Source: an optimization exercise on an open RTL-to-GDS flow (aim: small area, a short achievable clock period and few clock cycles). Production flows keep margins and buffers that such runs may drop.
The RTL was checked by simulation tests, not by an equivalence proof against the original design.
Power and IR drop assume default switching activity.

## design/flow/design.v

```verilog
package aidp_pkg;
  localparam int CAPACITY = 32;
  localparam int POS_W    = 6;
  localparam int DATA_W   = 32;
  localparam int STAT_W   = 3;
  localparam int IDX_W    = 5;
  localparam int CNT_W    = 6;
  localparam logic OP_INSERT = 1'b0;
  localparam logic OP_DELETE = 1'b1;
  localparam logic [STAT_W-1:0] ST_ELEMENT    = 3'd0;
  localparam logic [STAT_W-1:0] ST_EMPTY      = 3'd1;
  localparam logic [STAT_W-1:0] ST_BAD_INSERT = 3'd2;
  localparam logic [STAT_W-1:0] ST_BAD_DELETE = 3'd3;
  localparam logic [STAT_W-1:0] ST_FULL       = 3'd4;
endpackage
module array_insert_delete_at_position_unit (
  input  logic                                clk,
  input  logic                                rst_n,
  input  logic                                in_valid,
  output logic                                in_ready,
  input  logic                                in_op,
  input  logic [aidp_pkg::POS_W-1:0]          in_position,
  input  logic signed [aidp_pkg::DATA_W-1:0]  in_value,
  output logic                                out_valid,
  input  logic                                out_ready,
  output logic [aidp_pkg::STAT_W-1:0]         out_status,
  output logic signed [aidp_pkg::DATA_W-1:0]  out_element,
  output logic                                out_last
);
  localparam int W = aidp_pkg::DATA_W;
  localparam int         B_FRONT = 0, B_INS = 1, B_DEL = 2, B_ROT = 3;
  localparam logic [3:0] M_FRONT = 4'b0001;    
  localparam logic [3:0] M_INS   = 4'b0010;    
  localparam logic [3:0] M_DEL   = 4'b0100;    
  localparam logic [3:0] M_ROT   = 4'b1000;    
  logic [W-1:0] chain [aidp_pkg::CAPACITY];
  localparam int NT = 18;             
  logic [NT-1:0] tap;                  
  logic          e31;                  
  logic [3:0]   mode;
  logic [5:0]   cnt;                   
  logic [4:0]   c;                     
  logic [5:0]   pp;                    
  logic         owe;
  logic [4:0]   ko;                    
  logic         errp;
  logic [2:0]   errs;
  logic         cb_v, ins_pend, in_ready_r;
  logic         cb_op;
  logic [5:0]   cb_pos;
  logic [W-1:0] cb_val;
  logic         d_single, d_empty, d_p1, d_p2, d_p3;
  logic [2:0]   d_stat;
  logic         f_z, f_1, f_2;         
  logic         f_tlo;                 
  logic         f_15, f_16;            
  logic         f_eq;                  
  logic         f_skip;                
  logic         f_end;                 
  logic         f_m;                   
  logic         h_ins;                 
  logic         out_valid_r;
  logic [2:0]   out_status_r;
  logic [W-1:0] out_element_r;
  logic         out_last_r;
  logic front, can_start, start_ins, start_del, start;
  assign front     = mode[B_FRONT];
  assign can_start = front && cb_v && !d_single && !owe && !errp;
  assign start_ins = can_start && (cb_op == aidp_pkg::OP_INSERT);
  assign start_del = can_start && (cb_op == aidp_pkg::OP_DELETE);
  assign start     = can_start;
  logic take_single, take;
  logic take_empty;
  assign take_single = cb_v && d_single && !errp && (!d_empty || (front && !owe));
  assign take_empty  = take_single && d_empty;
  logic in_ins, in_del, in_rot, is_dskip, el, hold, skip, pass_end;
  logic [4:0] idx;
  assign in_ins   = start_ins || mode[B_INS];
  assign in_del   = (start_del && !d_p1) || mode[B_DEL];
  assign is_dskip = start_del && d_p1;    
  assign in_rot   = mode[B_ROT] ||
                    (front && !start && (owe || ((f_tlo || (e31 && f_16)) && !f_z && !take_empty)));
  assign el       = in_ins || in_del || in_rot;         
  assign idx      = front ? 5'd0 : c;
  assign hold     = (start_ins && d_p1) || h_ins;
  assign skip     = start ? (start_del && d_p2) : (mode[B_DEL] && f_skip);
  assign pass_end = start_ins ? f_z :
                    start_del ? (f_2 && !d_p1) :
                    front     ? (in_rot && f_1) :
                    f_end;
  logic [W-1:0] y;
  logic [W-1:0] x;
  always_comb begin
    x = '0;
    for (int j = 0; j < NT; j++) x = x | (chain[j] & {W{tap[j]}});
  end
  assign y = hold ? cb_val : x;
  logic grow, shrink, e31_eff;
  assign grow    = start_ins && !e31 && f_15;
  assign shrink  = start_del && e31 && f_16;
  assign e31_eff = grow ? 1'b1 : (shrink ? 1'b0 : e31);
  always_ff @(posedge clk) chain[aidp_pkg::CAPACITY-1] <= y;
  for (genvar i = 0; i < aidp_pkg::CAPACITY - 1; i++) begin : g_chain
    if (i == 15) begin : g_entry
      always_ff @(posedge clk) chain[i] <= e31_eff ? chain[i + 1] : y;
    end else begin : g_shift
      always_ff @(posedge clk) chain[i] <= chain[i + 1];
    end
  end
  logic out_free, prod_el, prod_err, el_last;
  logic [5:0] cnt_n;
  assign cnt_n    = start_ins  ? cnt + 6'd1 :
                    start_del  ? cnt - 6'd1 :
                    take_empty ? 6'd0 : cnt;
  assign out_free = !out_valid_r || out_ready;
  assign el_last  = pass_end;
  assign prod_el  = out_free && el && (start || (owe && (front ? (ko == 5'd0) : f_m)));
  assign prod_err = out_free && errp && !owe;
  logic cb_busy_n, ins_pend_n;
  assign take        = in_valid && in_ready_r;
  assign ins_pend_n  = (start_ins && !d_p1) || (ins_pend && !hold);
  assign cb_busy_n   = take || (cb_v && !start && !take_single) || ins_pend_n;
  logic          in_rot_c, pe_c, hold_c, skip_c, park_c;
  logic [NT-1:0] tap_si, tap_sd, tap_c, tap_end;
  logic          tlo_si, tlo_sd, tlo_c, tlo_end;
  assign in_rot_c = mode[B_ROT] ||
                    (front && (owe || ((f_tlo || (e31 && f_16)) && !f_z && !take_empty)));
  assign pe_c     = front ? (in_rot_c && f_1) : f_end;
  assign hold_c   = h_ins;
  assign skip_c   = mode[B_DEL] && f_skip;
  assign park_c   = front && !in_rot_c && !f_z;
  always_comb begin
    for (int j = 0; j < NT; j++) tap_end[j] = e31 ? (cnt == 6'(32 - j)) : (cnt == 6'(16 - j));
    tlo_end = e31 ? (cnt >= 6'd31) : (cnt >= 6'd15);
    if (f_z)       tap_si = NT'(1) << 15;
    else if (d_p1) tap_si = {1'b0, tap[NT-1:1]};
    else           tap_si = tap;
    tlo_si = f_z ? 1'b0 : (d_p1 ? |tap[2:0] : f_tlo);
    if (f_2 && !d_p1) tap_sd = NT'(1) << 15;
    else if (d_p2)    tap_sd = {tap[NT-2:0], 1'b0};
    else              tap_sd = tap;
    tlo_sd = (f_2 && !d_p1) || d_p2 ? 1'b0 : f_tlo;
    if (pe_c)                  tap_c = tap_end;
    else if (hold_c || park_c) tap_c = {1'b0, tap[NT-1:1]};
    else if (skip_c)           tap_c = {tap[NT-2:0], 1'b0};
    else                       tap_c = tap;
    if (pe_c)                  tlo_c = tlo_end;
    else if (hold_c || park_c) tlo_c = |tap[2:0];
    else if (skip_c)           tlo_c = 1'b0;
    else                       tlo_c = f_tlo;
  end
  logic f_z_n, f_1_n, f_2_n, f_15_n, f_16_n, tlo_n, f_eq_n, f_skip_n, f_end_n, f_m_n;
  logic park;
  logic [5:0] c2;
  assign park = front && !start && !in_rot && !f_z;
  assign c2   = {1'b0, c} + 6'd2;
  always_comb begin
    f_z_n = start_ins ? 1'b0 : (take_empty ? 1'b1 : f_z);
    f_1_n = start_ins ? f_z : (start_del ? f_2 : (take_empty ? 1'b0 : f_1));
    f_2_n = start_ins ? f_1 : (start_del ? (cnt == 6'd3) : (take_empty ? 1'b0 : f_2));
    f_15_n = start_ins ? (cnt == 6'd14) : (start_del ? f_16 : (take_empty ? 1'b0 : f_15));
    f_16_n = start_ins ? f_15 : (start_del ? (cnt == 6'd17) : (take_empty ? 1'b0 : f_16));
    tlo_n = !start ? tlo_c : ((cb_op == aidp_pkg::OP_INSERT) ? tlo_si : tlo_sd);
    if (start_ins)      f_end_n = f_1;
    else if (is_dskip)  f_end_n = f_2;
    else if (start_del) f_end_n = (cnt == 6'd3);
    else if (front)     f_end_n = f_2;
    else                f_end_n = (c2 == cnt);
    f_eq_n   = start ? d_p2 : (c2 == pp + 6'd1);
    f_skip_n = start ? (start_del && !d_p1 && d_p3) : (c2 == pp);
    if (prod_el)    f_m_n = 1'b1;
    else if (start) f_m_n = is_dskip;
    else if (front) f_m_n = (ko == 5'd1);
    else            f_m_n = (ko == c + 5'd1);
  end
  logic [NT-1:0] tap_n;
  logic [4:0]  c_n;
  logic [3:0] mode_n;
  logic [5:0] pp_n;
  logic [4:0] ko_n;
  logic       owe_n;
  always_comb begin
    tap_n = !start ? tap_c : ((cb_op == aidp_pkg::OP_INSERT) ? tap_si : tap_sd);
    c_n = idx + 5'd1;
    if (pass_end) begin
      mode_n = M_FRONT;
    end else if (front) begin
      if (start_ins)      mode_n = M_INS;
      else if (is_dskip)  begin
        mode_n = M_DEL;
        c_n    = 5'd0;
      end
      else if (start_del) mode_n = M_DEL;
      else if (in_rot)    mode_n = M_ROT;
      else                mode_n = M_FRONT;
    end else begin
      mode_n = mode;
    end
    if (start) pp_n = cb_pos - 6'd1;
    else       pp_n = pp;
    if (prod_el) begin
      owe_n = !el_last;
      ko_n  = idx + 5'd1;
    end else if (start) begin
      owe_n = 1'b1;
      ko_n  = 5'd0;
    end else begin
      owe_n = owe;
      ko_n  = ko;
    end
  end
  always_ff @(posedge clk) begin
    if (!rst_n) begin
      mode        <= M_FRONT;
      tap         <= NT'(1);
      e31         <= 1'b0;
      f_15        <= 1'b0;
      f_16        <= 1'b0;
      cnt         <= 6'd0;
      owe         <= 1'b0;
      errp        <= 1'b0;
      cb_v        <= 1'b0;
      ins_pend    <= 1'b0;
      in_ready_r  <= 1'b1;
      out_valid_r <= 1'b0;
      f_z         <= 1'b1;
      f_1         <= 1'b0;
      f_2         <= 1'b0;
      f_tlo       <= 1'b0;
    end else begin
      mode       <= mode_n;
      tap        <= tap_n;
      e31        <= e31_eff;
      f_15       <= f_15_n;
      f_16       <= f_16_n;
      cnt        <= cnt_n;
      owe        <= owe_n;
      cb_v       <= take || (cb_v && !start && !take_single);
      ins_pend   <= ins_pend_n;
      in_ready_r <= !cb_busy_n;
      f_z   <= f_z_n;
      f_1   <= f_1_n;
      f_2   <= f_2_n;
      f_tlo <= tlo_n;
      if (prod_err) errp <= 1'b0;
      if (take_single) begin
        errp <= 1'b1;
        errs <= d_stat;
      end
      if (prod_el || prod_err) out_valid_r <= 1'b1;
      else if (out_ready)      out_valid_r <= 1'b0;
    end
  end
  always_ff @(posedge clk) begin
    c      <= c_n;
    pp     <= pp_n;
    ko     <= ko_n;
    f_eq   <= f_eq_n;
    f_skip <= f_skip_n;
    f_end  <= f_end_n;
    f_m    <= f_m_n;
    h_ins  <= mode_n[B_INS] && f_eq_n && rst_n;
  end
  always_ff @(posedge clk) begin
    if (take) begin
      cb_op  <= in_op;
      cb_pos <= in_position;
      cb_val <= in_value;
      d_p1   <= (in_position == 6'd1);
      d_p2   <= (in_position == 6'd2);
      d_p3   <= (in_position == 6'd3);
      if (in_op == aidp_pkg::OP_INSERT) begin
        d_empty <= 1'b0;
        if (in_position == 6'd0 || {1'b0, in_position} > {1'b0, cnt} + 7'd1) begin
          d_single <= 1'b1;
          d_stat   <= aidp_pkg::ST_BAD_INSERT;
        end else if (cnt == 6'd32) begin
          d_single <= 1'b1;
          d_stat   <= aidp_pkg::ST_FULL;
        end else begin
          d_single <= 1'b0;
          d_stat   <= aidp_pkg::ST_FULL;
        end
      end else begin
        if (in_position == 6'd0 || in_position > cnt) begin
          d_single <= 1'b1;
          d_empty  <= 1'b0;
          d_stat   <= aidp_pkg::ST_BAD_DELETE;
        end else if (cnt == 6'd1) begin
          d_single <= 1'b1;
          d_empty  <= 1'b1;
          d_stat   <= aidp_pkg::ST_EMPTY;
        end else begin
          d_single <= 1'b0;
          d_empty  <= 1'b0;
          d_stat   <= aidp_pkg::ST_EMPTY;
        end
      end
    end
  end
  always_ff @(posedge clk) begin
    if (out_free) begin
      if (errp && !owe) begin
        out_status_r  <= errs;
        out_element_r <= '0;
        out_last_r    <= 1'b1;
      end else begin
        out_status_r  <= aidp_pkg::ST_ELEMENT;
        out_element_r <= y;
        out_last_r    <= el_last;
      end
    end
  end
  assign in_ready    = in_ready_r;
  assign out_valid   = out_valid_r;
  assign out_status  = out_status_r;
  assign out_element = out_element_r;
  assign out_last    = out_last_r;
endmodule
```

## design/flow/run.sh

```bash
#!/bin/bash
# synth_recipe.tcl (not shown) runs the flow's synth.tcl, then flattens the netlist and writes it again
# the make line also repeats each setting of config.mk as NAME=value (left out here)
make -C /OpenROAD-flow-scripts/flow DESIGN_CONFIG=/design/flow/config.mk WORK_HOME=/design/flow/orfs CLKGATE_MAP_FILE= SYNTH_SCRIPT=/design/flow/synth_recipe.tcl finish
```

## design/flow/config.mk

```make
export PLATFORM = sky130hd
export DESIGN_NAME = array_insert_delete_at_position_unit
export DESIGN_NICKNAME = array_insert_delete_at_position_unit
export VERILOG_FILES = /design/flow/design.v
export SDC_FILE = /design/flow/constraint.sdc
export NUM_CORES = 4
export LEC_CHECK = 0
export CAP_MARGIN = 20
export CORE_MARGIN = 2
export CORE_UTILIZATION = 60
export CTS_CLUSTER_DIAMETER = 80
export CTS_CLUSTER_SIZE = 24
export PLACE_DENSITY = 0.7
export SETUP_SLACK_MARGIN = 2.75
export SLEW_MARGIN = 20
```

## design/flow/constraint.sdc

```tcl
create_clock -name core_clock -period 5.0 [get_ports {clk}]
set_input_delay 1.0000 -clock core_clock [delete_from_list [all_inputs] [get_ports {clk}]]
set_output_delay 1.0000 -clock core_clock [all_outputs]
set_load 0.01 [all_outputs]
```

==> impl_metrics.env <==
export IMPL_cp_max_fo=5
export IMPL_final_area_um2=36800
export IMPL_gp_congestion=0.873
export IMPL_crit_type="reg -> reg"
export IMPL_cts_hold_buf=0
export IMPL_p_leak_uw=0.0142
export IMPL_synth_edff_count=96
export IMPL_critPathRequiredTime_ns=5.40
export IMPL_holdWs_ns=0.326
export IMPL_area_growth_pct=17.0
export IMPL_clk_pin_slew_ns=0.10
export IMPL_crit_path_start="cnt[1]"
export IMPL_power_density_nw_per_um2=677
export IMPL_crit_chain="ha_4 -> and3_4 -> xnor2_4 -> ha_4 -> and3_4 -> o21ai_2 -> nand3_1 -> a311oi_2 -> buf_4 -> nor4_4 -> a311o_1"
export IMPL_drtAntennaViolNets=0
export IMPL_place_ws_ns=1.61
export IMPL_tns_ns=0
export IMPL_grt_total_usage=0.261
export IMPL_slew_headroom=0.318
export IMPL_drv_cap=0
export IMPL_cts_buffer_depth=3
export IMPL_fin_ws_ns=2.46
export IMPL_viasPerCell=5.86
export IMPL_synth_top_family_by_area="compound AO/OA/AOI/OAI gates"
export IMPL_synth_xor_area_share=0.00946
export IMPL_dr_pass1_iters=6
export IMPL_synth_compound_area_share=0.113
export IMPL_cp_data_arrival_time_ns=2.94
export IMPL_syn_area_um2=31500
export IMPL_synth_cell_types=64
export IMPL_htree_num_levels=2
export IMPL_synth_top_area_share=0.683
export IMPL_grt_pass1_vias=18300
export IMPL_start_util=0.610
export IMPL_grt_ovfl_total=0
export IMPL_critPathCaptureType="flip-flop"
export IMPL_yosysTopAreaCell="dfxtp_1"
export IMPL_hpwl_um=37600
export IMPL_r2r_start="cnt[1]"
export IMPL_syn_inst=2260
export IMPL_drc_errors=0
export IMPL_grt_pass1_wl_um=108000
export IMPL_synthMuxAreaShare=0.0171
export IMPL_cts_tree="done"
export IMPL_clock_latency_ns=0.64
export IMPL_ctsRootBufferMaster="clkbuf_16"
export IMPL_async_flop_share=0
export IMPL_period_needed_ns=2.54
export IMPL_syn_avg_cell_area_um2=13.9
export IMPL_layout_worst_path_cycle_share=0.508
export IMPL_grt_max_degree=34
export IMPL_drive_above_1_share=0.177
export IMPL_avgRoutedWirePerCell_um=22.9
export IMPL_min_from="chain[18][30]"
export IMPL_numPortBuffers=80
export IMPL_synthAdderAreaFrac=0.00867
export IMPL_power_uw=24900
export IMPL_synth_seq_area_share=0.775
export IMPL_drv_slew=0
export IMPL_cp_start_kind="flip-flop"
export IMPL_die_h_um=233
export IMPL_synthTopCellsByArea="dfxtp_1, edfxtp_1, a22oi_1"
export IMPL_worst_slew_pin_slew_ns=1.02
export IMPL_status="timing/DRC/antenna clean"
export IMPL_synth_simple_area_share=0.0573
export IMPL_fmax_mhz=394
export IMPL_min_path_type="reg -> reg"
export IMPL_die_x_um=233
export IMPL_core_area_um2=51600
export IMPL_dpl_cell_area_um2=33100
export IMPL_ys_ff_latch=1170
export IMPL_rsz0062_at_grt="true"
export IMPL_die_area_um2=54300
export IMPL_numCtsBuffers=54
export IMPL_ys_warn_count=2
export IMPL_report_final_setup_viol=0
export IMPL_io_pins=81
export IMPL_ir_worst_vdd_v=0.000394
export IMPL_rows=83
export IMPL_nNetsFinal=2456
export IMPL_numClockSinks=1170
export IMPL_antenna_found_initial=0
export IMPL_wl_um=70900
export IMPL_max_stage_delay_ns=0.42
export IMPL_antenna_cells=0
export IMPL_drt_iter0_drc=1622
export IMPL_crit_slowest_cell="dfxtp_4"
export IMPL_fin_skew_ns=0.0235
export IMPL_vias=18100
export IMPL_synth_ff_type="dfxtp_1"
export IMPL_hold_viol=0
export IMPL_syn_num_nets=2324
-- path summary, 6_finish.rpt --
kind | cells after the start | end | slack [ns]
worst min-delay path | 0 | chain[17][30] | 0.33
worst max register to register | 11 | d_single | 2.46
worst max-delay path | 11 | d_single | 2.46
worst min register to register | 0 | chain[17][30] | 0.33
-- metal layers --
metal | vias to the layer above | track usage | wire length [um]
li1 | 8309 | - | -
met1 | 8935 | 0.364 | 30500
met2 | 731 | 0.414 | 32700
met3 | 172 | 0.0453 | 5360
met4 | 0 | 0.0874 | 2380
met5 | - | 0 | 0
-- through the flow --
step	util	std cells
finish	0.713	3097
CTS	0.700	3079
detailed placement	0.640	2929
global placement	0.640	2929
global route	0.713	3097
floorplan	-	2260
-- where the power goes --
part | total (uW) | internal (uW) | switching, uW
combinational | 5370 | 2480 | 2890
sequential | 14700 | 13000 | 1700
clock | 4790 | 2050 | 2740
total | 24900 | 17600 | 7330
-- cells in the final DEF (no fill, tap or decap), drive strengths merged, types with 5 or more instances in the layout --
master / netlist / routed
dfxtp: 1074 / 1074
ha: 21 / 21
clkdlybuf4s50: 0 / 36
nand3: 59 / 59
mux2i: 11 / 11
o22ai: 6 / 6
a22oi: 175 / 175
and3: 7 / 7
clkbuf: 85 / 84
o21ai: 23 / 23
nor2: 127 / 127
nand4: 35 / 35
o211ai: 5 / 5
xnor2: 20 / 20
edfxtp: 96 / 96
a22o: 67 / 67
buf: 38 / 147
and2: 39 / 39
nand2b: 10 / 12
nor2b: 12 / 12
a211oi: 9 / 9
a311oi: 10 / 10
nor3: 20 / 20
mux2: 38 / 38
a21o: 8 / 8
xor2: 14 / 14
a31oi: 19 / 19
inv: 22 / 20
a221oi: 64 / 64
o22a: 5 / 5
a21oi: 49 / 49
nand2: 43 / 43
-- cells by family (layout without fill, tap and decap cells) --
family                     Yosys count  after routing
muxes                               49             49
xor gates and xnor gates            34             34
buffers and inverters              147            302
and+or+nand+nor                    369            371
DFF                               1170           1170
adders and majority gates           22             22
AOI/OAI and AO/OA                  469            469
-- synthesized netlist by cell type (4+ instances only) --
library cell  instances
a221oi_1             64
nor3_1               20
o22a_1                5
and3_1                7
clkbuf_1             85
ha_1                 21
mux2_2               38
a21oi_1              49
a311oi_1             10
buf_2                14
a22o_1               67
o2111ai_1             4
a22oi_1             175
nand2_1              43
o21ai_0              21
xnor2_1              20
buf_1                18
nand2b_1             10
a211oi_1              9
a31oi_1              16
inv_1                22
and2_1               39
dfxtp_1            1074
xor2_1               14
a21o_1                8
nor2b_1              12
nand3b_1              4
o22ai_1               6
nand4_1              35
nor2_1              127
o211ai_1              5
nand3_1              59
a221o_1               4
edfxtp_1             96
mux2i_1              11
-- layout make-up --
type,count,area [um2]
fillers,3384,14800
repair buffers,196,2280
inverters,24,108
well taps,680,851
clock inverters,4,61.3
flip-flops and latches,1170,24400
clock buffers,77,1450
multi-input cells,945,7630
repair inverters,1,7.51
-- state kept, by name, summed over array words and instances, names as in the netlist, 3 cells and up --
signal,cells
tap,18
mode,4
cb_val,32
out_element_r,32
d_stat,3
ko,5
cnt,6
c,5
cb_pos,6
chain,1024
errs,3
pp,6
out_status_r,3
-- critical path, delay by kind of cell (launching register included) --
kind | cells | cell delay [ns]
buffers and inverters | 1 | 0.19
flip-flops | 1 | 0.42
AO/OA/AOI/OAI | 3 | 0.68
adder cells (fa/ha/maj) | 2 | 0.37
XOR/XNOR | 1 | 0.13
AND/OR/NAND/NOR | 4 | 0.49
-- timing repair --
action / CTS / global route
buffers inserted: 49 / 14
pin swaps: 19 / 35
gates cloned: 20 / 4
hold endpoints to repair: 0 / 0
setup endpoints to repair: 215 / 136
gates resized for setup: 361 / 103
Testbench counts, summed over its fixed seeds: cycles 41,175.

## re-timing with driven ports
No port has a modelled driver above. Below, the same layout with a new extraction and two added sets of constraints. Step 1: set_driving_cell puts a clkbuf_16 on clk and a buf_2 on each other input, an assumption about the parent block. Step 2 also shifts input and output timing later by t, the mid clock arrival at the registers, as if the neighbouring blocks saw the same clock. a / b / c = no drivers / after step 1 / after step 2; a / b = the first two.
t, ns: 0.691
setup WS [ns]: 2.460 / 2.460 / 1.893
hold slack, ns: 0.326 / 0.326 / 0.326
worst register clock-pin slew, ns: 0.10 / 0.10
pins driven straight from the clock port: 1
After both steps this run still meets setup and hold. The setup slack of this run moves by 0.000 ns with the drivers and by -0.567 ns with both steps.
